This design comes from an exercise in tuning for small area on the open sky130 flow, not from production work. Where RTL was checked, it was by simulation tests only, not by an equivalence proof against the original. Power is estimated from default activity; no workload was simulated. The clock port is modelled as an ideal driver; clocking choices that lean on that would not hold on a real chip.

==> run a <==
==> flow/design.v <==
module euc_ctrl_monitor #(
    parameter int NUM_CH  = 6,
    parameter int CNT_W   = 16,
    parameter int TIMEOUT = 1024,
    localparam int SEL_W  = (NUM_CH > 1) ? $clog2(NUM_CH) : 1
) (
    input  logic              clock,
    input  logic              reset,
    input  logic [NUM_CH-1:0] ap_start,
    input  logic [NUM_CH-1:0] ap_ready,
    input  logic [NUM_CH-1:0] ap_done,
    input  logic [NUM_CH-1:0] ap_continue,
    input  logic              finish,
    input  logic              rd_req,
    input  logic [SEL_W-1:0]  rd_sel,
    output logic              rd_valid,
    output logic [CNT_W-1:0]  rd_start_cnt,
    output logic [CNT_W-1:0]  rd_done_cnt,
    output logic [CNT_W-1:0]  rd_last_lat,
    output logic [CNT_W-1:0]  rd_max_lat,
    output logic [CNT_W-1:0]  rd_stall_cnt,
    output logic [5:0]        rd_status,
    output logic              all_idle
);
    localparam int CMP_W = (CNT_W > 32) ? CNT_W : 32;
    localparam logic [CMP_W-1:0] TMO_LIM = CMP_W'(TIMEOUT);
    logic [NUM_CH-1:0] busy_q, hold_q;
    logic [CNT_W-1:0]  lat_q   [NUM_CH];
    logic [CNT_W-1:0]  start_q [NUM_CH];
    logic [CNT_W-1:0]  done_q  [NUM_CH];
    logic [CNT_W-1:0]  last_q  [NUM_CH];
    logic [CNT_W-1:0]  max_q   [NUM_CH];
    logic [CNT_W-1:0]  stall_q [NUM_CH];
    logic [NUM_CH-1:0] err_q, tmo_q, gt_q;
    logic [NUM_CH-1:0] rec_q;       
    logic              frozen_q;
    logic              rd_valid_q;
    logic [NUM_CH-1:0] rd_hit;      
    function automatic logic [CNT_W-1:0] sat_inc_en(input logic [CNT_W-1:0] v, input logic en);
        logic c;
        c = en & ~(&v);
        for (int b = 0; b < CNT_W; b++) begin
            sat_inc_en[b] = v[b] ^ c;
            c = v[b] & c;
        end
    endfunction
    for (genvar i = 0; i < NUM_CH; i++) begin : g_ch
        logic acc, dn, ct, idle, act, run;
        assign acc  = ap_start[i] & ap_ready[i];
        assign dn   = ap_done[i];
        assign ct   = ap_continue[i];
        assign idle = ~busy_q[i] & ~hold_q[i];
        assign act  = busy_q[i] | (idle & acc);    
        assign run  = ~frozen_q;
        logic inc_start, inc_done, inc_stall, ld_last, ld_max;
        assign inc_start = run & acc;
        assign inc_done  = run & ct & ((act & dn) | hold_q[i]);
        assign inc_stall = run & hold_q[i] & ~ct;
        assign ld_last   = run & act & dn;
        assign ld_max    = run & busy_q[i] & dn & gt_q[i];
        always_ff @(posedge clock) begin
            lat_q[i] <= busy_q[i] ? sat_inc_en(lat_q[i], 1'b1) : CNT_W'(1);
            last_q[i] <= (last_q[i] & {CNT_W{~ld_last}}) | (lat_q[i] & {CNT_W{ld_last & busy_q[i]}});
            if (ld_max) max_q[i] <= lat_q[i];
            gt_q[i]  <= busy_q[i] ? (gt_q[i] | (lat_q[i] == max_q[i])) : ~rec_q[i];
        end
        always_ff @(posedge clock or posedge reset) begin
            if (reset) begin
                busy_q[i]  <= 1'b0;
                hold_q[i]  <= 1'b0;
                start_q[i] <= '0;
                done_q[i]  <= '0;
                rec_q[i]   <= 1'b0;
                stall_q[i] <= '0;
                err_q[i]   <= 1'b0;
                tmo_q[i]   <= 1'b0;
            end else begin
                start_q[i] <= sat_inc_en(start_q[i], inc_start);
                done_q[i]  <= sat_inc_en(done_q[i], inc_done);
                stall_q[i] <= sat_inc_en(stall_q[i], inc_stall);
                rec_q[i]   <= rec_q[i] | (run & busy_q[i] & dn);
                err_q[i] <= err_q[i] | (run & idle & ~acc & dn);
                tmo_q[i] <= tmo_q[i] | (run & busy_q[i] & (CMP_W'(lat_q[i]) >= TMO_LIM));
                busy_q[i] <= run ? (act & ~dn) : busy_q[i];
                hold_q[i] <= run ? ((act & dn & ~ct) | (hold_q[i] & ~ct)) : hold_q[i];
            end
        end
    end
    always_ff @(posedge clock or posedge reset) begin
        if (reset) begin
            frozen_q   <= 1'b0;
            rd_valid_q <= 1'b0;
        end else begin
            frozen_q   <= frozen_q | finish;
            rd_valid_q <= rd_req;
        end
    end
    always_ff @(posedge clock) begin
        for (int unsigned i = 0; i < NUM_CH; i++) rd_hit[i] <= (rd_sel == SEL_W'(i));
    end
    always_comb begin
        rd_start_cnt = '0;
        rd_done_cnt  = '0;
        rd_last_lat  = '0;
        rd_max_lat   = '0;
        rd_stall_cnt = '0;
        rd_status    = {~|rd_hit, frozen_q, 4'b0};
        for (int unsigned i = 0; i < NUM_CH; i++) begin
            rd_start_cnt = rd_start_cnt | ({CNT_W{rd_hit[i]}} & start_q[i]);
            rd_done_cnt  = rd_done_cnt  | ({CNT_W{rd_hit[i]}} & done_q[i]);
            rd_last_lat  = rd_last_lat  | ({CNT_W{rd_hit[i] & rec_q[i]}} & last_q[i]);
            rd_max_lat   = rd_max_lat   | ({CNT_W{rd_hit[i] & rec_q[i]}} & max_q[i]);
            rd_stall_cnt = rd_stall_cnt | ({CNT_W{rd_hit[i]}} & stall_q[i]);
            rd_status    = rd_status    | ({6{rd_hit[i]}} & {2'b0, err_q[i], tmo_q[i], hold_q[i], busy_q[i]});
        end
    end
    assign rd_valid = rd_valid_q;
    assign all_idle = ~|(busy_q | hold_q);
endmodule
==> flow/flow/run.sh <==
#!/bin/bash
# Layout flow: the standard ORFS flow (standard.sh), built with three
# changes to how the layout is made:
#  1. Synthesis is the standard synthesis script with ABC's mapping script
#     replaced by the area-oriented flow/area.abc (flow/synth_area.tcl). The
#     registers are those of the standard synthesis; the standard synthesis is
#     also run on its own (into std/) so that flow/regnames.py can give every
#     register the instance name the standard synthesis gave it. If that
#     pairing fails, the flow falls back to the standard synthesis.
#  2. Port buffers use the smallest buffer cell (buf_1).
#  3. The clock tree uses larger sink clusters, one buffer type and no dummy
#     loads.
# Logs: std_synth.log, area_synth.log, regnames.log and flow.log here, and
# each ORFS step's own log under orfs/logs and std/logs.
set -euo pipefail
here=$(pwd)
res="$here/orfs/results/sky130hd/euc_ctrl_monitor/base"
export BUFFER_PORTS_ARGS="-buffer_cell sky130_fd_sc_hd__buf_1"
export CTS_ARGS="-sink_clustering_enable -repair_clock_nets -sink_clustering_size 30 -sink_clustering_max_diameter 200 -buf_list sky130_fd_sc_hd__clkbuf_16 -root_buf sky130_fd_sc_hd__clkbuf_8 -tree_buf sky130_fd_sc_hd__clkbuf_8 -dont_use_dummy_load"
export AREA_ABC_SCRIPT="$here/flow/area.abc"

bash standard.sh WORK_HOME="$here/std" synth > std_synth.log 2>&1
synth=(SYNTH_SCRIPT="$here/flow/synth_area.tcl")
if bash standard.sh "${synth[@]}" "$res/1_2_yosys.v" > area_synth.log 2>&1 &&
   python3 flow/regnames.py "$here/std/results/sky130hd/euc_ctrl_monitor/base/1_2_yosys.v" "$res/1_2_yosys.v" > regnames.log 2>&1; then
  echo "area synthesis used" >> regnames.log
else
  echo "falling back to the standard synthesis" >> regnames.log
  rm -rf "$here/orfs"
  synth=()
fi
bash standard.sh "${synth[@]}" finish > flow.log 2>&1
==> flow/flow/area.abc <==
strash
dch
map -a -B 0
topo
&get -n
&st
&dch
&nf -R 1000 -p -F 8 -A 4 -a -C 32 -L 8
&put
==> flow/flow/regnames.py <==
#!/usr/bin/env python3
"""Give the registers of an area-mapped netlist the instance names that the
standard synthesis gave them, pairing registers by the net on their Q pin.

usage: regnames.py STANDARD.v AREA.v   (AREA.v is rewritten in place)
Exits non-zero, leaving AREA.v untouched, if the registers do not pair one to
one with the same cell types."""
import re
import sys

CELL = re.compile(r'^(\s*)(sky130_fd_sc_hd__\w+)\s+(\S+)\s*\((.*?)\);', re.M | re.S)
QPIN = re.compile(r'\.Q\((.*?)\)', re.S)
FLOP = re.compile(r'sky130_fd_sc_hd__(s?e?df\w+)')


def flops(text):
    out = {}
    for m in CELL.finditer(text):
        kind, name, body = m.group(2), m.group(3), m.group(4)
        if not FLOP.fullmatch(kind):
            continue
        q = QPIN.search(body)
        if not q:
            sys.exit(f'{name}: no Q pin')
        net = q.group(1).strip()
        if net in out:
            sys.exit(f'{net}: two registers')
        out[net] = (name, re.sub(r'_\d+$', '', kind))
    return out


std_text = open(sys.argv[1]).read()
area_text = open(sys.argv[2]).read()
std = flops(std_text)
area = flops(area_text)
if set(std) != set(area):
    sys.exit('register Q nets differ')
rename = {}
for net, (name, kind) in area.items():
    sname, skind = std[net]
    if skind != kind:
        sys.exit(f'{net}: cell {kind} vs {skind}')
    if sname != name:
        rename[name] = sname
targets = set(rename.values())
names = [m.group(3) for m in CELL.finditer(area_text)]
used = set(names) | targets
n = 0
for name in names:
    if name in targets and name not in rename:
        # a non-register (or unrenamed) instance holds a name a register needs
        while f'_area{n}_' in used:
            n += 1
        rename[name] = f'_area{n}_'
        used.add(rename[name])
for old, new in rename.items():
    if '/' in new or ':' in new:
        sys.exit(f'bad name {new}')


def sub(m):
    name = m.group(3)
    return m.group(0) if name not in rename else m.group(0).replace(
        f'{m.group(2)} {name}', f'{m.group(2)} {rename[name]}', 1)


new_text = CELL.sub(sub, area_text)
check = flops(new_text)
assert all(check[net][0] == std[net][0] for net in std), 'rename failed'
inst = [m.group(3) for m in CELL.finditer(new_text)]
assert len(inst) == len(set(inst)), 'duplicate instance names'
open(sys.argv[2], 'w').write(new_text)
print(f'renamed {len(rename)} instances; {len(std)} registers pair by name')
==> flow/flow/synth_area.tcl <==
# synth_recipe.tcl, with ABC's mapping script replaced by flow/area.abc.
proc synth {args} { yosys synth -nofsm -noshare {*}$args }
proc abc {args} {
  set i [lsearch -exact $args -script]
  if {$i >= 0} { lset args [expr {$i + 1}] $::env(AREA_ABC_SCRIPT) }
  puts "abc with script $::env(AREA_ABC_SCRIPT)"
  yosys abc {*}$args
}
source $::env(SCRIPTS_DIR)/synth.tcl
# left out here: clear keep_hierarchy, flatten, clean up, hide names made inside functions, write 1_2_yosys.v
==> flow/standard.sh <==
#!/bin/bash
# synth_recipe.tcl (not shown) runs the flow's synth.tcl, then flattens the netlist and writes it again
# the make line also repeats each setting of config.mk as NAME=value (left out here)
make -C /OpenROAD-flow-scripts/flow DESIGN_CONFIG=/design/flow/config.mk WORK_HOME=/design/flow/orfs CLKGATE_MAP_FILE= SYNTH_SCRIPT=/design/flow/synth_recipe.tcl "${@:-finish}"
==> flow/config.mk <==
export PLATFORM = sky130hd
export DESIGN_NAME = euc_ctrl_monitor
export DESIGN_NICKNAME = euc_ctrl_monitor
export VERILOG_FILES = /design/flow/design.v
export SDC_FILE = /design/flow/constraint.sdc
export NUM_CORES = 4
export LEC_CHECK = 0
export CAP_MARGIN = 10
export CORE_MARGIN = 2
export CORE_UTILIZATION = 60
export SLEW_MARGIN = 10
==> flow/constraint.sdc <==
create_clock -name core_clock -period 5.0 [get_ports {clock}]
set_input_delay 1.0000 -clock core_clock [delete_from_list [all_inputs] [get_ports {clock}]]
set_output_delay 1.0000 -clock core_clock [all_outputs]
set_load 0.01 [all_outputs]
==> run b (differences from run a) <==
--- a/flow/design.v
+++ b/flow/design.v
@@ -37,3 +37,4 @@
     logic              rd_valid_q;
-    logic [NUM_CH-1:0] rd_hit;      
+    logic [SEL_W-1:0]  rd_sel_q;    
+    logic [NUM_CH-1:0] rd_hit;
     function automatic logic [CNT_W-1:0] sat_inc_en(input logic [CNT_W-1:0] v, input logic en);
@@ -98,3 +99,6 @@
     always_ff @(posedge clock) begin
-        for (int unsigned i = 0; i < NUM_CH; i++) rd_hit[i] <= (rd_sel == SEL_W'(i));
+        rd_sel_q <= rd_sel;
+    end
+    always_comb begin
+        for (int unsigned i = 0; i < NUM_CH; i++) rd_hit[i] = (rd_sel_q == SEL_W'(i));
     end
--- a/flow/flow/run.sh
+++ b/flow/flow/run.sh
@@ -18,3 +18,3 @@
 export BUFFER_PORTS_ARGS="-buffer_cell sky130_fd_sc_hd__buf_1"
-export CTS_ARGS="-sink_clustering_enable -repair_clock_nets -sink_clustering_size 30 -sink_clustering_max_diameter 200 -buf_list sky130_fd_sc_hd__clkbuf_16 -root_buf sky130_fd_sc_hd__clkbuf_8 -tree_buf sky130_fd_sc_hd__clkbuf_8 -dont_use_dummy_load"
+export CTS_ARGS="-sink_clustering_enable -repair_clock_nets -sink_clustering_size 30 -sink_clustering_max_diameter 200 -buf_list sky130_fd_sc_hd__clkbuf_16 -dont_use_dummy_load"
 export AREA_ABC_SCRIPT="$here/flow/area.abc"
==> flow/flow/area.abc (replaced) <==
&get -n
&st
&dch
&nf -R 1000 -p -F 8 -A 4 -a
&put
CAP_MARGIN = 0   (was 10)
SLEW_MARGIN = 0   (was 10)
==> run c (differences from run a) <==
--- a/flow/design.v
+++ b/flow/design.v
@@ -37,3 +37,4 @@
     logic              rd_valid_q;
-    logic [NUM_CH-1:0] rd_hit;      
+    logic [SEL_W-1:0]  rd_sel_q;    
+    logic [NUM_CH-1:0] rd_hit;
     function automatic logic [CNT_W-1:0] sat_inc_en(input logic [CNT_W-1:0] v, input logic en);
@@ -98,3 +99,6 @@
     always_ff @(posedge clock) begin
-        for (int unsigned i = 0; i < NUM_CH; i++) rd_hit[i] <= (rd_sel == SEL_W'(i));
+        rd_sel_q <= rd_sel;
+    end
+    always_comb begin
+        for (int unsigned i = 0; i < NUM_CH; i++) rd_hit[i] = (rd_sel_q == SEL_W'(i));
     end
--- a/flow/flow/run.sh
+++ b/flow/flow/run.sh
@@ -18,3 +18,3 @@
 export BUFFER_PORTS_ARGS="-buffer_cell sky130_fd_sc_hd__buf_1"
-export CTS_ARGS="-sink_clustering_enable -repair_clock_nets -sink_clustering_size 30 -sink_clustering_max_diameter 200 -buf_list sky130_fd_sc_hd__clkbuf_16 -root_buf sky130_fd_sc_hd__clkbuf_8 -tree_buf sky130_fd_sc_hd__clkbuf_8 -dont_use_dummy_load"
+export CTS_ARGS="-sink_clustering_enable -repair_clock_nets -sink_clustering_size 30 -sink_clustering_max_diameter 200 -buf_list sky130_fd_sc_hd__clkbuf_16 -dont_use_dummy_load"
 export AREA_ABC_SCRIPT="$here/flow/area.abc"
==> flow/flow/area.abc (replaced) <==
&get -n
&st
&dch
&nf -R 1000 -p -F 8 -A 4 -a
&put
CORE_UTILIZATION = 50   (was 60)
==> qor summary <==
metric	run a	run c	run b
Reg2reg setup slack	530 ps	470 ps	650 ps
Synthesized-area fraction occupied by xor and xnor cells	3.87%	3.86%	3.86%
Number of buffer and inverter stages on the critical path	0	2	2
Maximum clock rate	224 MHz	221 MHz	230 MHz
Outcome	complete, no violations	complete, no violations	complete, no violations
Core area	0.0422 mm2	0.0513 mm2	0.0428 mm2
Mapped Avg Cell Area	13.8 um2	13.6 um2	13.6 um2
Final critical-path share of the clock period	89.5%	90.6%	87.0%
Min cycle time layout	4470 ps	4530 ps	4350 ps
Sequential share of the synthesized area	58.0%	57.6%	57.6%
Aggregate routed wire length	68500 um	66700 um	66300 um
Fraction of synthesized cell area taken by the top area cell type	31.0%	30.9%	30.9%
Violation count after the first detailed-route iteration	2587	2008	2324
Worst-Skew Late Latency	690 ps	600 ps	590 ps
Global router's overall resource usage	30.8%	25.1%	30.0%
Pre-CTS setup slack	255 ps	160 ps	225 ps
Number of library cell types mapped by synthesis	27	32	32
Number of multi-input combinational cells	1230	1276	1276
Tightest slew margin relative to the limit	22.6%	24.0%	27.5%
Sw Pwr	1830 uW	1890 uW	1880 uW
Vertical die dimension	211 um	232 um	212 um
Hold path startpoint	rd_req	rec_q[1]	rd_sel[2]
Worst clock skew on the final layout	31.4 ps	51.9 ps	39.4 ps
Path type of the worst min-delay path	input pin to register	register to register	input pin to register
First-pass GRT wire length	104000 um	102000 um	102000 um
Clock buffers and inverters, area share	2.03%	2.14%	2.15%
The RTL of run a was laid out without a check of its function.

[separate check: timing with driven ports]
No port has a modelled driver above. Below, the same layouts with a new extraction and two added sets of constraints.
Step 1: set_driving_cell puts a clkbuf_16 on clock and a buf_2 on each other input, an assumption about the parent block.
Step 2 also shifts input and output timing later by t, the mid clock arrival at the registers, as if the neighbouring blocks saw the same clock.
Three values: ideal ports, drivers, drivers and shift; two values: the first two.
run | t, ns | slack for setup (ns) | worst slew at a driven data input, ns
run a | 0.736 | 0.526 / 0.526 / 0.264 | 0.08
run b | 0.631 | 0.648 / 0.648 / 0.226 | 0.10
run c | 0.641 | 0.468 / 0.468 / 0.187 | 0.08
After both steps every run listed still meets setup and hold. The setup slack of run b, which loses most, moves by 0.000 ns with the drivers and by -0.422 ns with both steps.
